This design comes from an exercise in tuning for small area, a short achievable clock period and few clock cycles per item on the open sky130 flow, not from production work. Function was checked by simulation only, so behaviour that the tests miss may differ from the original. No activity file was given, so power comes from the tool's default toggle rates.

==> design/flow/design.v <==
`timescale 1ns/1ps
`default_nettype none
package ooo_pkg;
    localparam int REG_ADDR_LEN = 5;    
    localparam int REG_NUM      = 32;   
    localparam int DATA_WIDTH   = 32;   
    localparam int FUNC_WIDTH = 3;
    localparam logic [FUNC_WIDTH-1:0] ALU_ADD = 3'd0;   
    localparam logic [FUNC_WIDTH-1:0] ALU_SUB = 3'd1;   
    localparam logic [FUNC_WIDTH-1:0] ALU_AND = 3'd2;
    localparam logic [FUNC_WIDTH-1:0] ALU_OR  = 3'd3;
    localparam logic [FUNC_WIDTH-1:0] ALU_XOR = 3'd4;
    localparam logic [FUNC_WIDTH-1:0] ALU_SLL = 3'd5;   
    localparam logic [FUNC_WIDTH-1:0] ALU_SRL = 3'd6;   
    localparam logic [FUNC_WIDTH-1:0] ALU_SLT = 3'd7;
endpackage
`default_nettype wire
`timescale 1ns/1ps
`default_nettype none
import ooo_pkg::*;
module dispatch_buffer #(
    parameter int FIFO_DEPTH = 4
) (
    input  wire                     clk,
    input  wire                     reset,
    input  wire                     disp_valid,
    input  wire  [FUNC_WIDTH-1:0]   func,
    input  wire  [REG_ADDR_LEN-1:0] dst,
    input  wire  [REG_ADDR_LEN-1:0] inp1,
    input  wire  [REG_ADDR_LEN-1:0] inp2,
    input  wire                     is_full,
    output logic                    disp_full,
    output logic                    load,
    output logic [FUNC_WIDTH-1:0]   load_func,
    output logic [REG_ADDR_LEN-1:0] load_dst,
    output logic [REG_ADDR_LEN-1:0] load_inp1,
    output logic [REG_ADDR_LEN-1:0] load_inp2
);
    localparam int PTR_W = (FIFO_DEPTH > 1) ? $clog2(FIFO_DEPTH) : 1;
    localparam int CNT_W = $clog2(FIFO_DEPTH + 1);   
    logic [FUNC_WIDTH-1:0]   func_mem [FIFO_DEPTH];
    logic [REG_ADDR_LEN-1:0] dst_mem  [FIFO_DEPTH];
    logic [REG_ADDR_LEN-1:0] inp1_mem [FIFO_DEPTH];
    logic [REG_ADDR_LEN-1:0] inp2_mem [FIFO_DEPTH];
    logic [PTR_W-1:0]        rd_ptr;
    logic [PTR_W-1:0]        wr_ptr;
    logic [CNT_W-1:0]        count;
    logic                    push;
    logic                    pop;
    function automatic logic [PTR_W-1:0] next_ptr(input logic [PTR_W-1:0] ptr);
        next_ptr = (ptr == PTR_W'(FIFO_DEPTH - 1)) ? '0 : ptr + 1'b1;
    endfunction
    assign disp_full = (count == CNT_W'(FIFO_DEPTH));
    assign push      = disp_valid && !disp_full;   
    assign pop       = (count != '0) && !is_full && !load;
    always_ff @(posedge clk) begin
        if (push) begin
            func_mem[wr_ptr] <= func;
            dst_mem[wr_ptr]  <= dst;
            inp1_mem[wr_ptr] <= inp1;
            inp2_mem[wr_ptr] <= inp2;
        end
        if (pop) begin   
            load_func <= func_mem[rd_ptr];
            load_dst  <= dst_mem[rd_ptr];
            load_inp1 <= inp1_mem[rd_ptr];
            load_inp2 <= inp2_mem[rd_ptr];
        end
    end
    always_ff @(posedge clk) begin
        if (reset) begin
            rd_ptr <= '0;
            wr_ptr <= '0;
            count  <= '0;
            load   <= 1'b0;
        end else begin
            load <= pop;   
            if (push) wr_ptr <= next_ptr(wr_ptr);
            if (pop) rd_ptr <= next_ptr(rd_ptr);
            count <= count + CNT_W'(push) - CNT_W'(pop);
        end
    end
endmodule
`default_nettype wire
`timescale 1ns/1ps
`default_nettype none
module age_select #(
    parameter  int NUM_ENTRIES = 4,
    localparam int AGE_W       = (NUM_ENTRIES > 1) ? $clog2(NUM_ENTRIES) : 1,
    localparam int IDX_W       = AGE_W   
) (
    input  wire  [NUM_ENTRIES-1:0]       ready_flags,   
    input  wire  [NUM_ENTRIES*AGE_W-1:0] ages,          
    output logic                         exist_ready,
    output logic [IDX_W-1:0]             sel_idx,
    output logic [AGE_W-1:0]             sel_age
);
    always_comb begin
        exist_ready = 1'b0;
        sel_idx     = '0;
        sel_age     = '0;
        for (int i = 0; i < NUM_ENTRIES; i++) begin
            if (ready_flags[i] && (!exist_ready || (ages[i*AGE_W +: AGE_W] < sel_age))) begin
                exist_ready = 1'b1;
                sel_idx     = IDX_W'(i);
                sel_age     = ages[i*AGE_W +: AGE_W];   
            end
        end
    end
endmodule
`default_nettype wire
`timescale 1ns/1ps
`default_nettype none
import ooo_pkg::*;
module issue_queue #(
    parameter int NUM_ENTRIES = 4
) (
    input  wire                     clk,
    input  wire                     reset,
    input  wire                     load,       
    input  wire                     issue,      
    input  wire  [FUNC_WIDTH-1:0]   insn,
    input  wire  [REG_ADDR_LEN-1:0] inp1,
    input  wire  [REG_ADDR_LEN-1:0] inp2,
    input  wire  [REG_ADDR_LEN-1:0] dst,
    output logic                    issue_ready,   
    output logic                    is_full,
    output logic [FUNC_WIDTH-1:0]   insn_out,
    output logic [REG_ADDR_LEN-1:0] inp1_out,
    output logic [REG_ADDR_LEN-1:0] inp2_out,
    output logic [REG_ADDR_LEN-1:0] dst_out
);
    localparam int AGE_W = (NUM_ENTRIES > 1) ? $clog2(NUM_ENTRIES) : 1;
    localparam int CNT_W = $clog2(NUM_ENTRIES + 1);
    logic [NUM_ENTRIES-1:0]  valid;
    logic [NUM_ENTRIES-1:0]  ready1;
    logic [NUM_ENTRIES-1:0]  ready2;
    logic [FUNC_WIDTH-1:0]   func_q [NUM_ENTRIES];
    logic [REG_ADDR_LEN-1:0] src1_q [NUM_ENTRIES];
    logic [REG_ADDR_LEN-1:0] src2_q [NUM_ENTRIES];
    logic [REG_ADDR_LEN-1:0] dst_q  [NUM_ENTRIES];
    logic [AGE_W-1:0]        age_q  [NUM_ENTRIES];   
    logic [REG_NUM-1:0]      ready_table;            
    logic [CNT_W-1:0]             occupancy;
    logic [AGE_W-1:0]             free_idx;
    logic [AGE_W-1:0]             new_age;
    logic [NUM_ENTRIES-1:0]       ready_flags;
    logic [NUM_ENTRIES*AGE_W-1:0] ages_flat;
    logic                         exist_ready;
    logic [AGE_W-1:0]             sel_idx;
    logic [AGE_W-1:0]             sel_age;
    logic                         do_issue;
    logic [REG_ADDR_LEN-1:0]      iss_dst;
    logic                         new_ready1;
    logic                         new_ready2;
    always_comb begin
        occupancy = '0;
        free_idx  = '0;
        for (int i = NUM_ENTRIES - 1; i >= 0; i--) begin
            occupancy = occupancy + CNT_W'(valid[i]);
            if (!valid[i]) free_idx = AGE_W'(i);
        end
    end
    assign is_full = (occupancy == CNT_W'(NUM_ENTRIES));
    always_comb begin
        for (int i = 0; i < NUM_ENTRIES; i++) begin
            ready_flags[i]               = valid[i] && ready1[i] && ready2[i];
            ages_flat[i*AGE_W +: AGE_W]  = age_q[i];
        end
    end
    age_select #(
        .NUM_ENTRIES (NUM_ENTRIES)
    ) age_select_i (
        .ready_flags (ready_flags),
        .ages        (ages_flat),
        .exist_ready (exist_ready),
        .sel_idx     (sel_idx),
        .sel_age     (sel_age)
    );
    assign do_issue = issue && exist_ready;
    assign iss_dst  = dst_q[sel_idx];
    assign new_age = do_issue ? AGE_W'(occupancy - 1'b1) : AGE_W'(occupancy);
    assign new_ready1 = ready_table[inp1] || (do_issue && (iss_dst == inp1));
    assign new_ready2 = ready_table[inp2] || (do_issue && (iss_dst == inp2));
    always_ff @(posedge clk) begin
        if (reset) begin
            valid       <= '0;
            ready1      <= '0;
            ready2      <= '0;
            ready_table <= '1;   
            issue_ready <= 1'b0;
            for (int i = 0; i < NUM_ENTRIES; i++) begin
                age_q[i] <= '0;
            end
        end else begin
            issue_ready <= do_issue;
            if (do_issue) begin
                valid[sel_idx]       <= 1'b0;
                ready_table[iss_dst] <= 1'b1;   
                for (int i = 0; i < NUM_ENTRIES; i++) begin
                    if (valid[i] && (age_q[i] > sel_age)) age_q[i] <= age_q[i] - 1'b1;
                    if (valid[i] && (src1_q[i] == iss_dst)) ready1[i] <= 1'b1;
                    if (valid[i] && (src2_q[i] == iss_dst)) ready2[i] <= 1'b1;
                end
            end
            if (load) begin   
                valid[free_idx]  <= 1'b1;
                ready1[free_idx] <= new_ready1;
                ready2[free_idx] <= new_ready2;
                age_q[free_idx]  <= new_age;
                ready_table[dst] <= (dst == '0);   
            end
        end
    end
    always_ff @(posedge clk) begin
        if (load) begin
            func_q[free_idx] <= insn;
            src1_q[free_idx] <= inp1;
            src2_q[free_idx] <= inp2;
            dst_q[free_idx]  <= dst;
        end
        if (do_issue) begin
            insn_out <= func_q[sel_idx];
            inp1_out <= src1_q[sel_idx];
            inp2_out <= src2_q[sel_idx];
            dst_out  <= iss_dst;
        end
    end
endmodule
`default_nettype wire
`timescale 1ns/1ps
`default_nettype none
import ooo_pkg::*;
module reg_file (
    input  wire                     clk,
    input  wire                     reset,
    input  wire  [REG_ADDR_LEN-1:0] rd_addr1,
    input  wire  [REG_ADDR_LEN-1:0] rd_addr2,
    input  wire                     wr_en,
    input  wire  [REG_ADDR_LEN-1:0] wr_addr,
    input  wire  [DATA_WIDTH-1:0]   wr_data,
    output logic [DATA_WIDTH-1:0]   rd_data1,
    output logic [DATA_WIDTH-1:0]   rd_data2
);
    logic [DATA_WIDTH-1:0] regs [REG_NUM];
    always_ff @(posedge clk) begin
        if (reset) begin
            for (int i = 0; i < REG_NUM; i++) begin
                regs[i] <= DATA_WIDTH'(i);
            end
        end else if (wr_en && (wr_addr != '0)) begin
            regs[wr_addr] <= wr_data;   
        end
    end
    assign rd_data1 = regs[rd_addr1];
    assign rd_data2 = regs[rd_addr2];
endmodule
`default_nettype wire
`timescale 1ns/1ps
`default_nettype none
import ooo_pkg::*;
module alu_exec (
    input  wire                     clk,
    input  wire                     reset,
    input  wire                     issue_ready,   
    input  wire  [FUNC_WIDTH-1:0]   func,
    input  wire  [REG_ADDR_LEN-1:0] dst,
    input  wire  [DATA_WIDTH-1:0]   opa,
    input  wire  [DATA_WIDTH-1:0]   opb,
    output logic                    wr_en,
    output logic [REG_ADDR_LEN-1:0] wr_addr,
    output logic [DATA_WIDTH-1:0]   wr_data,
    output logic                    result_valid,
    output logic [REG_ADDR_LEN-1:0] result_dst,
    output logic [DATA_WIDTH-1:0]   result_data
);
    localparam int SHAMT_W = $clog2(DATA_WIDTH);   
    logic [DATA_WIDTH-1:0] alu_out;
    logic [SHAMT_W-1:0]    shamt;
    assign shamt = opb[SHAMT_W-1:0];
    always_comb begin
        case (func)
            ALU_ADD: alu_out = opa + opb;
            ALU_SUB: alu_out = opa - opb;
            ALU_AND: alu_out = opa & opb;
            ALU_OR:  alu_out = opa | opb;
            ALU_XOR: alu_out = opa ^ opb;
            ALU_SLL: alu_out = opa << shamt;
            ALU_SRL: alu_out = opa >> shamt;   
            ALU_SLT: alu_out = ($signed(opa) < $signed(opb)) ? DATA_WIDTH'(1) : '0;
            default: alu_out = '0;
        endcase
    end
    assign wr_en   = issue_ready;
    assign wr_addr = dst;
    assign wr_data = alu_out;
    always_ff @(posedge clk) begin
        if (reset) begin
            result_valid <= 1'b0;
        end else begin
            result_valid <= issue_ready;   
        end
    end
    always_ff @(posedge clk) begin
        if (issue_ready) begin
            result_dst  <= dst;
            result_data <= alu_out;   
        end
    end
endmodule
`default_nettype wire
`timescale 1ns/1ps
`default_nettype none
import ooo_pkg::*;
module ooo_core #(
    parameter int NUM_ENTRIES = 4,   
    parameter int FIFO_DEPTH  = 4    
) (
    input  wire                     clk,
    input  wire                     reset,
    input  wire                     disp_valid,
    input  wire  [FUNC_WIDTH-1:0]   func,
    input  wire  [REG_ADDR_LEN-1:0] dst,
    input  wire  [REG_ADDR_LEN-1:0] inp1,
    input  wire  [REG_ADDR_LEN-1:0] inp2,
    input  wire                     issue,
    output logic                    disp_full,
    output logic                    result_valid,
    output logic [REG_ADDR_LEN-1:0] result_dst,
    output logic [DATA_WIDTH-1:0]   result_data
);
    logic                    load;
    logic                    is_full;
    logic [FUNC_WIDTH-1:0]   load_func;
    logic [REG_ADDR_LEN-1:0] load_dst, load_inp1, load_inp2;
    logic                    issue_ready;
    logic [FUNC_WIDTH-1:0]   insn_out;
    logic [REG_ADDR_LEN-1:0] inp1_out, inp2_out, dst_out;
    logic [DATA_WIDTH-1:0]   rd_data1, rd_data2;
    logic                    wr_en;
    logic [REG_ADDR_LEN-1:0] wr_addr;
    logic [DATA_WIDTH-1:0]   wr_data;
    dispatch_buffer #(.FIFO_DEPTH(FIFO_DEPTH)) dispatch_buffer_i (
        .clk(clk), .reset(reset), .disp_valid(disp_valid), .func(func), .dst(dst),
        .inp1(inp1), .inp2(inp2), .is_full(is_full), .disp_full(disp_full), .load(load),
        .load_func(load_func), .load_dst(load_dst), .load_inp1(load_inp1),
        .load_inp2(load_inp2)
    );
    issue_queue #(.NUM_ENTRIES(NUM_ENTRIES)) issue_queue_i (
        .clk(clk), .reset(reset), .load(load), .issue(issue), .insn(load_func),
        .inp1(load_inp1), .inp2(load_inp2), .dst(load_dst), .issue_ready(issue_ready),
        .is_full(is_full), .insn_out(insn_out), .inp1_out(inp1_out), .inp2_out(inp2_out),
        .dst_out(dst_out)
    );
    reg_file reg_file_i (
        .clk(clk), .reset(reset), .rd_addr1(inp1_out), .rd_addr2(inp2_out), .wr_en(wr_en),
        .wr_addr(wr_addr), .wr_data(wr_data), .rd_data1(rd_data1), .rd_data2(rd_data2)
    );
    alu_exec alu_exec_i (
        .clk(clk), .reset(reset), .issue_ready(issue_ready), .func(insn_out), .dst(dst_out),
        .opa(rd_data1), .opb(rd_data2), .wr_en(wr_en), .wr_addr(wr_addr), .wr_data(wr_data),
        .result_valid(result_valid), .result_dst(result_dst), .result_data(result_data)
    );
endmodule
`default_nettype wire
==> design/flow/run.sh <==
#!/bin/bash
# synth_recipe.tcl (not shown) runs the flow's synth.tcl, then flattens the netlist and writes it again
# the make line also repeats each setting of config.mk as NAME=value (left out here)
make -C /OpenROAD-flow-scripts/flow DESIGN_CONFIG=/design/flow/config.mk WORK_HOME=/design/flow/orfs CLKGATE_MAP_FILE= SYNTH_SCRIPT=/design/flow/synth_recipe.tcl finish
==> design/flow/config.mk <==
export PLATFORM = sky130hd
export DESIGN_NAME = ooo_core
export DESIGN_NICKNAME = ooo_core
export VERILOG_FILES = /design/flow/design.v
export SDC_FILE = /design/flow/constraint.sdc
export NUM_CORES = 4
export LEC_CHECK = 0
export CAP_MARGIN = 20
export CORE_MARGIN = 2
export CORE_UTILIZATION = 40
export SLEW_MARGIN = 20
==> design/flow/constraint.sdc <==
create_clock -name core_clock -period 7.5 [get_ports {clk}]
set_input_delay 1.5000 -clock core_clock [delete_from_list [all_inputs] [get_ports {clk}]]
set_output_delay 1.5000 -clock core_clock [all_outputs]
set_load 0.01 [all_outputs]
==> notes.md <==
status=finished clean; total grt overflow=0; first-pass GRT wire length=384,000 um; fin crit period=6.76 ns; Final Max Slew Viols=0; Setup CP Type=reg2reg; vias in the first global route=52,400; Setup crit end kind=register; Synth area leaders=edfxtp_1 (52%), mux4_2 (15%), mux2i_1 (6.4%), nor2_1 (5.7%), ha_1 (2.3%); critical path arrival=~7.3 ns; WP data required=about 8 ns; die area=~180,000 sq um; RSZ-0062 raised after global routing=false; CTS tree=done; Synth Instances=5,735; TritonCTS buffer count=141; end-of-flow core utilization=45.1%; length of the first detailed-routing pass in iterations=8; final setup vio count=0; Fillers=16,100; hpwl dp=166,000 um; DIE WIDTH=roughly 430 um; Hold Slack=0.502 ns; layout cells sized above 1=about a fifth; Yosys top cell area share=51.6%; clk latency of the worst-skew pair=0.80 ns; count leader, synth=edfxtp_1; CTS hold repair buffers=0; Seq/Total Area, Yosys=53.1%; CTS Buffer Depth=3; Most used DFF post-synth=edfxtp_1; Tightest Pin Transition=around 1.2 ns; # rows=156; core box area=181,000 sq um; DRT Wirelength=272,000 um; Worst slew margin=20.8%; drt drc=0; crit share post-route=90.1%; Hold/Removal Path Class=reg2reg; Max FO, Critical Path=32; worst vdd ir=262 uV; H-Tree Depth=4; Fin. Hold Viols=0; cts repair resizes=0; Synth-to-Final Area Change=12.1%; Post-synth ARST share=0%; Antenna Nets Post-Route=0; Max-Cap Viols=0; net total in the final layout=5,871; clk slew on worst S/H paths=0.06 ns; Avg WL per Cell=33.2 um; Total Routing Usage GR=28.9%; library cells used by synthesis=89; via count=53,300; dpl cells=7,938; routability cong.=about 0.96; Synth Cell Area=between 70,000 and 80,000 sq um; largest area contributor in the netlist=edfxtp_1; Power Density=220 nW/um^2; # IOs=61; final setup TNS=0 ns; port buffer count=60; # Post-CTS Setup Buffers=0; Initial Utilization=40.2%; Post-synth EDFFs=1,249; CP Launch Type=register; synth warn=5; initial antenna violation count=6; number of clock sinks seen by CTS=1,303; Die H=430 um; setup skew after layout=0.0261 ns; Fmax=about 150 MHz; Pleak=28.9 nW; fin cells=8,200; detailed router's first-iteration violation count=8,323; Yosys reg bits=1,303; Vias/cell=about 6.5; post-synthesis area per instance=12.7 sq um; Post-synth top cells=edfxtp_1 (1,249), nor2_1 (1,099), mux4_2 (483); CTS root buf=clkbuf_16; largest net degree at the start of global routing=100
path summary, 6_finish.rpt:
| kind | cells after the start | end | slack [ns] | from |
|---|---|---|---|---|
| worst min-delay path | 0 | issue_queue_i.func_q[0][1]$_DFFE_PP_ | 0.50 | dispatch_buffer_i.load_func[1]$_DFFE_PP_ |
| worst min register to register | 0 | issue_queue_i.func_q[0][1]$_DFFE_PP_ | 0.50 | dispatch_buffer_i.load_func[1]$_DFFE_PP_ |
| worst max register to register | 18 | reg_file_i.regs[2][27]$_SDFFCE_PN0P_ | 0.74 | issue_queue_i.inp1_out[1]$_DFFE_PP_ |
| worst max-delay path | 18 | reg_file_i.regs[2][27]$_SDFFCE_PN0P_ | 0.74 | issue_queue_i.inp1_out[1]$_DFFE_PP_ |
placed cells by master (no fill, tap or decap), types with 15 or more instances in the layout:
| cell | n |
|---|---|
| a221oi_1 | 22 |
| a21oi_1 | 177 |
| clkdlybuf4s50_1 | 59 |
| nand4_1 | 40 |
| a31oi_1 | 47 |
| o211ai_1 | 18 |
| inv_1 | 167 |
| nand2b_2 | 27 |
| dfxtp_1 | 53 |
| buf_4 | 217 |
| ha_1 | 134 |
| clkinv_1 | 30 |
| nand2b_1 | 15 |
| bufinv_16 | 15 |
| clkbuf_16 | 142 |
| clkinv_2 | 26 |
| xnor2_1 | 79 |
| a21o_1 | 19 |
| mux2_2 | 30 |
| o21ai_0 | 80 |
| and2_1 | 17 |
| nand2_2 | 31 |
| o22ai_1 | 36 |
| mux2i_1 | 459 |
| edfxtp_1 | 1249 |
| o221ai_1 | 22 |
| o21bai_1 | 17 |
| nor3_1 | 35 |
| mux4_2 | 483 |
| a22oi_1 | 188 |
| nand2_1 | 240 |
| conb_1 | 32 |
| and3_1 | 22 |
| nor2_1 | 1096 |
| clkbuf_1 | 22 |
| nand3_1 | 136 |
| nor4_1 | 20 |
| buf_12 | 26 |
metrics by stage:
stage | cell area (sq um) | setup WS, ns | power, mW
3_3_place_gp | 76800 | 1.07 | 10.9
2_1_floorplan | 72700 | 1.22 | 10.1
6_report | 81400 | 0.743 | 17.9
5_1_grt | 81400 | 0.494 | 18.4
3_5_place_dp | 76800 | 1.03 | 10.9
4_1_cts | 81400 | 0.974 | 17.9
power breakdown:
| group | leakage [nW] | total [mW] | switching [mW] | internal, mW |
|---|---|---|---|---|
| logic | 13.9 | 1.98 | 1.25 | 0.725 |
| registers | 12.8 | 8.81 | 0.379 | 8.43 |
| clock network | 2.26 | 7.09 | 3.04 | 4.05 |
| total | 28.9 | 17.9 | 4.67 | 13.2 |
layout make-up:
type	count	area (sq um)	area share (%)
diodes	2	5.00	0.00615
inverters	183	689	0.847
multi-input cells	3779	31800	39.0
flip-flops and latches	1303	38600	47.4
repair buffers	303	2750	3.38
well taps	2370	2970	3.64
clock buffers	167	3680	4.52
clock inverters	93	957	1.18
worst max-delay path: stages, from the launching register on:
cell	delay, ns
edfxtp_1	0.94
buf_4	0.33
mux4_2	0.30
a22oi_1	0.38
nand4_1	0.68
inv_1	0.38
ha_1	0.31
o21bai_1	0.16
a21o_1	0.17
a21oi_1	0.10
o21ai_0	0.60
a2111o_1	0.38
nand4b_1	0.15
o311ai_0	0.28
a21oi_1	0.16
or4b_1	0.52
a32oi_2	0.27
buf_12	0.23
nor2_1	0.07
per-layer routing:
| metal | share of wire (%) | vias to the layer above | global-route usage, % | wire, um |
|---|---|---|---|---|
| met2 | 46 | 3672 | 45.8 | 126000 |
| met1 | 37 | 27200 | 37.6 | 99600 |
| met4 | 5.5 | 4 | 13.5 | 14900 |
| met5 | 0.029 | - | 0.260 | 78 |
| li1 | - | 21700 | - | - |
| met3 | 12 | 812 | 6.76 | 31700 |
cells by family after synthesis:
group	after synthesis	synth area share [%]
XOR/XNOR	91	1.10
buffers and inverters	684	3.83
multiplexers	980	21.9
other	1	0.00516
adder cells (fa/ha/maj)	138	2.42
flip-flops	1303	53.1
AO/OA/AOI/OAI	771	7.30
AND/OR/NAND/NOR	1767	10.3
sequential cells by signal, indices dropped and copies added (netlist names), 4 cells and up:
signal and cells:
dispatch_buffer_i.dst_mem 20, issue_queue_i.src2_q 20, issue_queue_i.valid 4, dispatch_buffer_i.load_dst 5, dispatch_buffer_i.inp2_mem 20, issue_queue_i.dst_out 5, dispatch_buffer_i.load_inp2 5, dispatch_buffer_i.inp1_mem 20
issue_queue_i.age_q 8, issue_queue_i.ready2 4, issue_queue_i.func_q 12, issue_queue_i.inp2_out 5, alu_exec_i.result_dst 5, issue_queue_i.src1_q 20, reg_file_i.regs 1024, issue_queue_i.ready_table 32
issue_queue_i.ready1 4, dispatch_buffer_i.load_inp1 5, dispatch_buffer_i.func_mem 12, issue_queue_i.dst_q 20, alu_exec_i.result_data 32, issue_queue_i.inp1_out 5
Testbench counts, summed over its fixed seeds: cycles 5,314, insns 2,400.

==> afterwards: timing with drivers on the ports <==
Ports are ideal in the flow. The routed layout listed here was re-timed in OpenROAD.
Step 1 assumes that a clkbuf_16 drives the clock port and a buf_2 every other input.
Step 2 times the ports against the registers' clock, not the clock port: input delays grow and output delays shrink by t, the midpoint of the rising clock arrivals with the driver on.
Slacks: ideal ports / drivers / drivers and shift; pairs: ideal ports / drivers.
t (ns): 0.870
setup slack, ns: 0.743 / 0.743 / 0.743
worst hold slack (ns): 0.502 / 0.502 / 0.502
worst setup path at the end: register to register
slew at the worst register clock pin (ns): 0.07 / 0.07
After both steps this run still meets setup and hold. The setup slack of this run moves by 0.000 ns with the drivers and by 0.000 ns with both steps.
